Context: an optimization exercise on an open-source flow, tuned for small area, a short achievable clock period and few clock cycles. The choices shown serve that exercise and are no tape-out recipe. The RTL was checked by simulation tests, not by an equivalence proof against the original design. Power and IR drop assume default switching activity.

<file path="run.sh">
#!/bin/bash
# synth_recipe.tcl (not shown) runs the flow's synth.tcl, then flattens the netlist and writes it again
# the make line also repeats each setting of config.mk as NAME=value (left out here)
make -C /OpenROAD-flow-scripts/flow DESIGN_CONFIG=/design/flow/config.mk WORK_HOME=/design/flow/orfs CLKGATE_MAP_FILE= SYNTH_SCRIPT=/design/flow/synth_recipe.tcl finish
</file>
<file path="constraint.sdc">
create_clock -name core_clock -period 7.0 [get_ports {clk_i}]
set_input_delay 1.4000 -clock core_clock [delete_from_list [all_inputs] [get_ports {clk_i}]]
set_output_delay 1.4000 -clock core_clock [all_outputs]
set_load 0.01 [all_outputs]
</file>
<file path="config.mk">
export PLATFORM = sky130hd
export DESIGN_NAME = tag_store_top
export DESIGN_NICKNAME = tag_store_top
export VERILOG_FILES = /design/flow/design.v
export SDC_FILE = /design/flow/constraint.sdc
export NUM_CORES = 4
export LEC_CHECK = 0
export CAP_MARGIN = 20
export CORE_MARGIN = 2
export CORE_UTILIZATION = 40
export SLEW_MARGIN = 20
</file>
<file path="design.v">
`timescale 1ns/1ps
module tag_store_top (
  input  logic                   clk_i,
  input  logic                   rst_i,
  input  logic [(1 + 4 + $clog2(16) + 8 + 1)-1:0]   req_i,
  input  logic                   valid_i,
  output logic                   ready_o,
  input  logic [4-1:0]    lock_i,
  output logic [(4 + 2 + 8)-1:0]   res_o,
  output logic                   valid_o,
  input  logic                   ready_i
);
  localparam int QD = 4;    
  logic       rdy_q;
  logic [2:0] cnt_q;
  logic       accept;
  logic       pop;
  assign accept = valid_i & rdy_q;
  assign pop    = valid_o & ready_i;
  always_ff @(posedge clk_i) begin
    if (rst_i) begin
      cnt_q <= '0;
      rdy_q <= 1'b1;
    end else begin
      cnt_q <= cnt_q + {2'b0, accept} - {2'b0, pop};
      rdy_q <= (cnt_q + {2'b0, accept} - {2'b0, pop}) < 3'(QD);
    end
  end
  assign ready_o = rdy_q;
  logic        a_v;
  logic [17:0] a_req;
  logic [3:0]  a_lock;
  logic [15:0] a_sel;
  always_ff @(posedge clk_i) begin
    if (rst_i) a_v <= 1'b0;
    else       a_v <= accept;
    a_req  <= req_i;
    a_lock <= lock_i;
    for (int s = 0; s < 16; s++) a_sel[s] <= (req_i[12:9] == 4'(s));
  end
  logic [3:0] a_ind, a_idx;
  logic [7:0] a_tag;
  assign a_ind = a_req[16:13];
  assign a_idx = a_req[12:9];
  assign a_tag = a_req[8:1];
  logic [3:0]  m_valid [16];
  logic [3:0]  m_dirty [16];
  logic [31:0] m_tags  [16];
  logic [1:0]  m_ptr   [16];
  logic        w_v;
  logic [3:0]  w_idx;
  logic [3:0]  w_valid, w_dirty, w_mod, w_clr;
  logic [31:0] w_tags;
  logic [1:0]  w_ptr;
  always_ff @(posedge clk_i) begin
    for (int s = 0; s < 16; s++) begin
      if (rst_i) begin
        m_valid[s] <= '0;
        m_ptr[s]   <= '0;
      end else if (w_v && (w_idx == 4'(s))) begin
        m_valid[s] <= w_valid;
        m_ptr[s]   <= w_ptr;
      end
      if (w_v && (w_idx == 4'(s))) begin
        m_dirty[s] <= w_dirty;
        m_tags[s]  <= w_tags;
      end
    end
  end
  logic [3:0]  rd_valid, rd_dirty;
  logic [31:0] rd_tags;
  logic [1:0]  rd_ptr;
  always_comb begin
    rd_valid = '0;
    rd_dirty = '0;
    rd_tags  = '0;
    rd_ptr   = '0;
    for (int s = 0; s < 16; s++) begin
      rd_valid = rd_valid | ({4{a_sel[s]}}  & m_valid[s]);
      rd_dirty = rd_dirty | ({4{a_sel[s]}}  & m_dirty[s]);
      rd_tags  = rd_tags  | ({32{a_sel[s]}} & m_tags[s]);
      rd_ptr   = rd_ptr   | ({2{a_sel[s]}}  & m_ptr[s]);
    end
  end
  logic        fwd;
  logic [3:0]  f_valid, f_dirty;
  logic [31:0] f_tags;
  logic [1:0]  f_ptr;
  assign fwd     = w_v && (w_idx == a_idx);
  assign f_valid = fwd ? w_valid : rd_valid;
  assign f_dirty = fwd ? w_dirty : rd_dirty;
  assign f_tags  = fwd ? w_tags  : rd_tags;
  assign f_ptr   = fwd ? w_ptr   : rd_ptr;
  logic        b_v, b_flush, b_dirty, b_same, b_eqprev;
  logic [3:0]  b_ind, b_elig, b_idx, b_hitpre;
  logic [7:0]  b_tag;
  logic [3:0]  b_valid, b_dirtyv;
  logic [31:0] b_tags;
  logic [1:0]  b_ptr;
  always_ff @(posedge clk_i) begin
    if (rst_i) b_v <= 1'b0;
    else       b_v <= a_v;
    b_flush  <= a_req[17];
    b_ind    <= a_ind;
    b_elig   <= a_ind & ~a_lock;
    b_idx    <= a_idx;
    b_tag    <= a_tag;
    b_dirty  <= a_req[0];
    b_same   <= b_v && (b_idx == a_idx);
    b_eqprev <= (b_tag == a_tag);
    for (int w = 0; w < 4; w++)
      b_hitpre[w] <= a_ind[w] & f_valid[w] & (f_tags[w*8 +: 8] == a_tag);
    b_valid  <= f_valid;
    b_dirtyv <= f_dirty;
    b_tags   <= f_tags;
    b_ptr    <= f_ptr;
  end
  logic [3:0]  c_valid, c_dirty, hit;
  logic [31:0] c_tags;
  logic [1:0]  c_ptr;
  assign c_valid = b_same ? w_valid : b_valid;
  assign c_dirty = b_same ? w_dirty : b_dirtyv;
  assign c_tags  = b_same ? w_tags  : b_tags;
  assign c_ptr   = b_same ? w_ptr   : b_ptr;
  always_comb begin
    for (int w = 0; w < 4; w++) begin
      if (b_same && w_mod[w]) hit[w] = b_ind[w] & b_eqprev;
      else if (b_same)        hit[w] = b_hitpre[w] & ~w_clr[w];
      else                    hit[w] = b_hitpre[w];
    end
  end
  logic       any_hit, found, hit_dirty;
  logic [3:0] free, vic_oh, rot_oh;
  logic [1:0] vic, fs, sel;
  assign any_hit = |hit;
  assign free    = b_elig & ~c_valid;
  assign found   = |b_elig;
  always_comb begin
    if (hit[0])      hit_dirty = c_dirty[0];
    else if (hit[1]) hit_dirty = c_dirty[1];
    else if (hit[2]) hit_dirty = c_dirty[2];
    else             hit_dirty = c_dirty[3];
    rot_oh = '0;
    for (int i = 3; i >= 0; i--) begin
      if (b_elig[2'(c_ptr + 2'(i))]) begin
        rot_oh = '0;
        rot_oh[2'(c_ptr + 2'(i))] = 1'b1;
      end
    end
    if (free[0])      vic_oh = 4'b0001;
    else if (free[1]) vic_oh = 4'b0010;
    else if (free[2]) vic_oh = 4'b0100;
    else if (free[3]) vic_oh = 4'b1000;
    else              vic_oh = rot_oh;
    vic = {vic_oh[3] | vic_oh[2], vic_oh[3] | vic_oh[1]};
    if (b_ind[0])      fs = 2'd0;
    else if (b_ind[1]) fs = 2'd1;
    else if (b_ind[2]) fs = 2'd2;
    else if (b_ind[3]) fs = 2'd3;
    else               fs = 2'd0;
  end
  assign sel = b_flush ? fs : vic;
  logic [13:0] c_res;
  logic        ev_valid;
  assign ev_valid = c_valid[sel];
  always_comb begin
    c_res = '0;
    if (!b_flush && any_hit) begin
      c_res[13:10] = hit;
      c_res[9]     = 1'b1;
    end else if (b_flush || found) begin
      c_res[13:10] = b_flush ? b_ind : vic_oh;
      c_res[8]     = ev_valid & c_dirty[sel];
      c_res[7:0]   = ev_valid ? c_tags[sel*8 +: 8] : 8'd0;
    end
  end
  logic [3:0]  n_valid, n_dirty, n_mod, n_clr;
  logic [31:0] n_tags;
  logic [1:0]  n_ptr;
  always_comb begin
    n_valid = c_valid;
    n_dirty = c_dirty;
    n_tags  = c_tags;
    n_ptr   = c_ptr;
    n_mod   = '0;
    n_clr   = '0;
    if (b_flush) begin
      n_valid = c_valid & ~b_ind;
      n_clr   = b_ind;
    end else if (any_hit) begin
      if (b_dirty && !hit_dirty) n_dirty = c_dirty | hit;
    end else if (found) begin
      n_valid = c_valid | vic_oh;
      for (int w = 0; w < 4; w++) begin
        if (vic_oh[w]) begin
          n_dirty[w]       = b_dirty;
          n_tags[w*8 +: 8] = b_tag;
        end
      end
      n_ptr = vic + 2'd1;
      n_mod = vic_oh;
    end
  end
  always_ff @(posedge clk_i) begin
    if (rst_i) w_v <= 1'b0;
    else       w_v <= b_v;
    w_idx   <= b_idx;
    w_valid <= n_valid;
    w_dirty <= n_dirty;
    w_tags  <= n_tags;
    w_ptr   <= n_ptr;
    w_mod   <= n_mod;
    w_clr   <= n_clr;
  end
  logic [13:0] q [QD];
  logic [2:0]  qn_q;
  logic        vo_q;
  logic [2:0]  qn_next;
  assign qn_next = qn_q + {2'b0, b_v} - {2'b0, pop};
  always_ff @(posedge clk_i) begin
    if (rst_i) begin
      qn_q <= '0;
      vo_q <= 1'b0;
    end else begin
      qn_q <= qn_next;
      vo_q <= qn_next != 3'd0;
    end
    for (int i = 0; i < QD; i++) begin
      if (pop) begin
        if (b_v && (qn_q == 3'(i + 1))) q[i] <= c_res;
        else if (i < QD - 1)            q[i] <= q[(i + 1) % QD];
      end else if (b_v && (qn_q == 3'(i))) begin
        q[i] <= c_res;
      end
    end
  end
  assign valid_o = vo_q;
  assign res_o   = q[0];
endmodule
</file>
==> impl_metrics.yaml <==
outcome:
  status: "no timing/DRC/antenna violations"
floorplan:
  die_area_um2: 89100
  io_pins: 42
  chipWidth_um: 299
  core_area_um2: 86300
  initial_utilization: 0.402
  die_h_um: 299
  core.rowCount: 108
cells_and_area:
  multi_input_area_um2: 9980
  area_delta_synth_final_pct: 13.3
  fillerInstances: 7548
  drive_above_1_share: 0.105
  n_antenna_cell: 0
  ff_latch_area_um2: 24100
  nets: 2607
min_path:
  hold_start: "a_req[0]"
  min_path_type: "flop to flop"
  hold_end: "b_dirty"
  whs_path_depth: 0
synth:
  ys_warn_count: 6
  yosysSeqAreaShare: 0.694
  synthAdderAreaFrac: 0.00548
  synthFlopType: "edfxtp_1"
  synthMuxAreaShare: 0.0502
  synthSimpleGateAreaFrac: 0.0721
  synth_area_um2: 34700
  synth_xor_area_frac: 0.0134
  synth_seq_cells: 901
  avgSynthCellArea_um2: 13.6
  ys_types: 72
  synthArstFlopShare: 0
  synth_top_family_by_area: "compound AO/OA/AOI/OAI gates"
  synth_edf_count: 604
  synth_fp_nets: 2586
  syn_inst: 2546
  synth_compound_area_frac: 0.143
route:
  drt_iter0_markers: 2708
  antenna_left: 0
  via_per_inst: 6.04
  drc: 0
  wl_um: 104000
  wl_per_cell_um: 27.4
  vias: 22900
  dr.pass1.iters: 8
worst_setup_path:
  required_ps: 7590
  reg2reg_depth: 11
  cp.depth: 11
  crit_path_end_kind: "flop"
  cpMostUsedCell: "mux2i_1"
  path_cells: "mux2i_2, ha_1, mux2i_1, mux2i_1, a2111o_1, o32ai_2, a211oi_1, o21a_1, or3_1, o221ai_1, o22a_1"
  worst-path-buf-inv: 0
  path_class: "flop to flop"
  crit_path_max_incr_delay_ps: 760
  path_max_fanout: 18
  rrSetupSlack_ps: 2100
  rr_startpoint: "w_ptr[1]"
  rr_endpoint: "q[1][1]"
  start_kind: "flop"
  cp_top_family: "compound AO/OA/AOI/OAI gates"
  arrival_ps: 5490
  slowest_stage: "dfxtp_1"
clock_network:
  cts_resized: 0
  cts_sinks: 901
  ctsHoldBuffers: 0
  clk_latency_ps: 650
  htree_levels: 3
  cts_buffers: 91
  cts_tree: "built"
  cts-root-buf: "clkbuf_16"
  clk_path_buf_depth: 3
  path_clk_slew_ps: 60
  postCtsSetupRepairBufs: 0
sta:
  tightestPinTransition_ps: 1120
  fin_setup_tns_ps: 0
  slew_viol_final: 0
  max_freq_ghz: 0.204
  skew_ps: 20.2
  hold_viol_final: 0
  slew_headroom: 0.252
  setup_violations: 0
  fin_crit_sh: 0.700
  whs_ps: 325
  rsz0062_at_grt: "false"
  post-route-min-period_ps: 4900
placed_design:
  hpwl_um: 60800
  gp_congestion: 0.935
  port_buffers: 41
global_route:
  grt_pass1_vias: 22800
  grt_antenna_before_repair: 0
  grt_pass1_wl_um: 152000
  grt.total_usage: 0.229
  grt-ovfl-total: 0
  grt_start_max_net_pins: 107
run:
  drv_cap: 0
power:
  peakVddDrop_uv: 204
  power.density_nw_per_um2: 311
  leakage_nw: 12.8
[through the flow]
step	total power (W)	cell area [um^2]	utilization	instances	setup slack (ps)
after global placement	0.00755	36400	0.422	3629	2430
final	0.0122	39300	0.455	3795	2100
after CTS	0.0123	39300	0.455	3795	2220
after global routing	0.0126	39300	0.455	3795	1890
after floorplan	0.00713	34700	-	2546	3190
after detailed placement	0.00762	36400	0.422	3629	2250
[worst register-to-register path: cells and delay by family, from the launching register on]
kind	cells	cell delay (ps)
compound gates	6	2090
fa+ha+maj	1	520
flops	1	760
mux	3	830
simple gates	1	660
[logic make-up after synthesis]
family          count (synthesis)
compound gates                683
xor+xnor                       53
fa+ha+maj                      14
buf+inv                       191
flops                         901
mux                           149
simple gates                  555
[worst max path at each step]
stage | start | end | slack (ps)
global placement | w_ptr[0] | q[1][7] | 2430
detailed placement | w_ptr[0] | q[1][3] | 2250
finish | w_ptr[1] | q[1][1] | 2100
floorplan | b_same | q[2][7] | 3190
global route | w_ptr[1] | q[2][3] | 1890
CTS | w_ptr[1] | q[1][1] | 2220
[flip-flops by register name (all words and copies together) (netlist names), 8 cells and up]
name / count
w_tags: 32
a_req: 18
a_sel: 16
b_tag: 8
m_ptr: 32
m_valid: 64
m_tags: 512
q: 56
b_tags: 32
m_dirty: 64
[cell type report]
class / count / area share
clock buffers: 122 / 0.0629
clock inverters: 44 / 0.0102
inverters: 24 / 0.00248
multi-input cells: 1454 / 0.254
flip-flops and latches: 901 / 0.613
well taps: 1155 / 0.0368
repair buffers: 95 / 0.0207
[Yosys cell counts (18+ instances only)]
| library cell | instances | area [um^2] |
|---|---|---|
| dfxtp_1 | 297 | 5950 |
| nor2_1 | 216 | 811 |
| nand4_1 | 32 | 200 |
| and3_1 | 19 | 119 |
| xor2_1 | 28 | 245 |
| nand2_1 | 159 | 597 |
| buf_1 | 36 | 135 |
| mux2i_1 | 122 | 1220 |
| a21oi_1 | 130 | 651 |
| xnor2_1 | 25 | 219 |
| a22o_1 | 94 | 823 |
| nand2b_1 | 19 | 119 |
| a22oi_1 | 186 | 1400 |
| clkbuf_1 | 119 | 447 |
| nand3_1 | 37 | 185 |
| edfxtp_1 | 604 | 18100 |
| o21ai_0 | 73 | 365 |
| mux4_2 | 18 | 405 |
| a221oi_1 | 76 | 666 |
| inv_1 | 23 | 86.3 |
[placed cells by master (no fill, tap or decap), types with 28 or more instances in the layout]
cell type / instances
a21oi_1: 130
nor2_1: 207
nand2_1: 159
clkbuf_16: 91
mux2i_1: 122
nand4_1: 32
a22o_1: 94
o21ai_0: 73
clkinv_2: 30
clkdlybuf4s50_1: 40
dfxtp_1: 280
xor2_1: 28
buf_4: 55
nand3_1: 36
a22oi_1: 186
a221oi_1: 76
edfxtp_1: 604
[layer usage]
metal,global-route usage,up-vias,share of wire
li1,-,9914,-
met5,0,-,0
met2,0.388,1036,0.49
met3,0.0302,196,0.068
met1,0.306,11800,0.41
met4,0.0745,0,0.029
[where the power goes]
part | internal, W | total, W | switching [W] | leakage (nW)
logic | 0.000443 | 0.00103 | 0.000590 | 3.43
registers | 0.00610 | 0.00649 | 0.000391 | 7.95
clock network | 0.00268 | 0.00470 | 0.00202 | 1.42
total | 0.00922 | 0.0122 | 0.00300 | 12.8
Testbench counts, summed over its fixed seeds: cycles 12,024.

-- port drivers added, routing unchanged --
No port has a modelled driver above. Below, the same layout with a new extraction and two added sets of constraints. Step 1: set_driving_cell puts a clkbuf_16 on clk_i and a buf_2 on each other input, an assumption about the parent block. Step 2 adds t to the input delays and takes it off the output delays; t is the mean of the earliest and latest rising clock arrival at the registers after step 1. Input paths then give back, and output paths get back, about the clock's delay inside the block. Three values: ideal, step 1, step 2; two values: the first two.
t (ns): 0.708
setup slack, ns: 2.103 / 2.103 / 2.103
worst setup path at the end: register to register
clock arrival spread, ns: 0.022 / 0.022
cell pins on the clock port's net: 1
After both steps this run still meets setup and hold. The setup slack of this run moves by 0.000 ns with the drivers and by 0.000 ns with both steps.
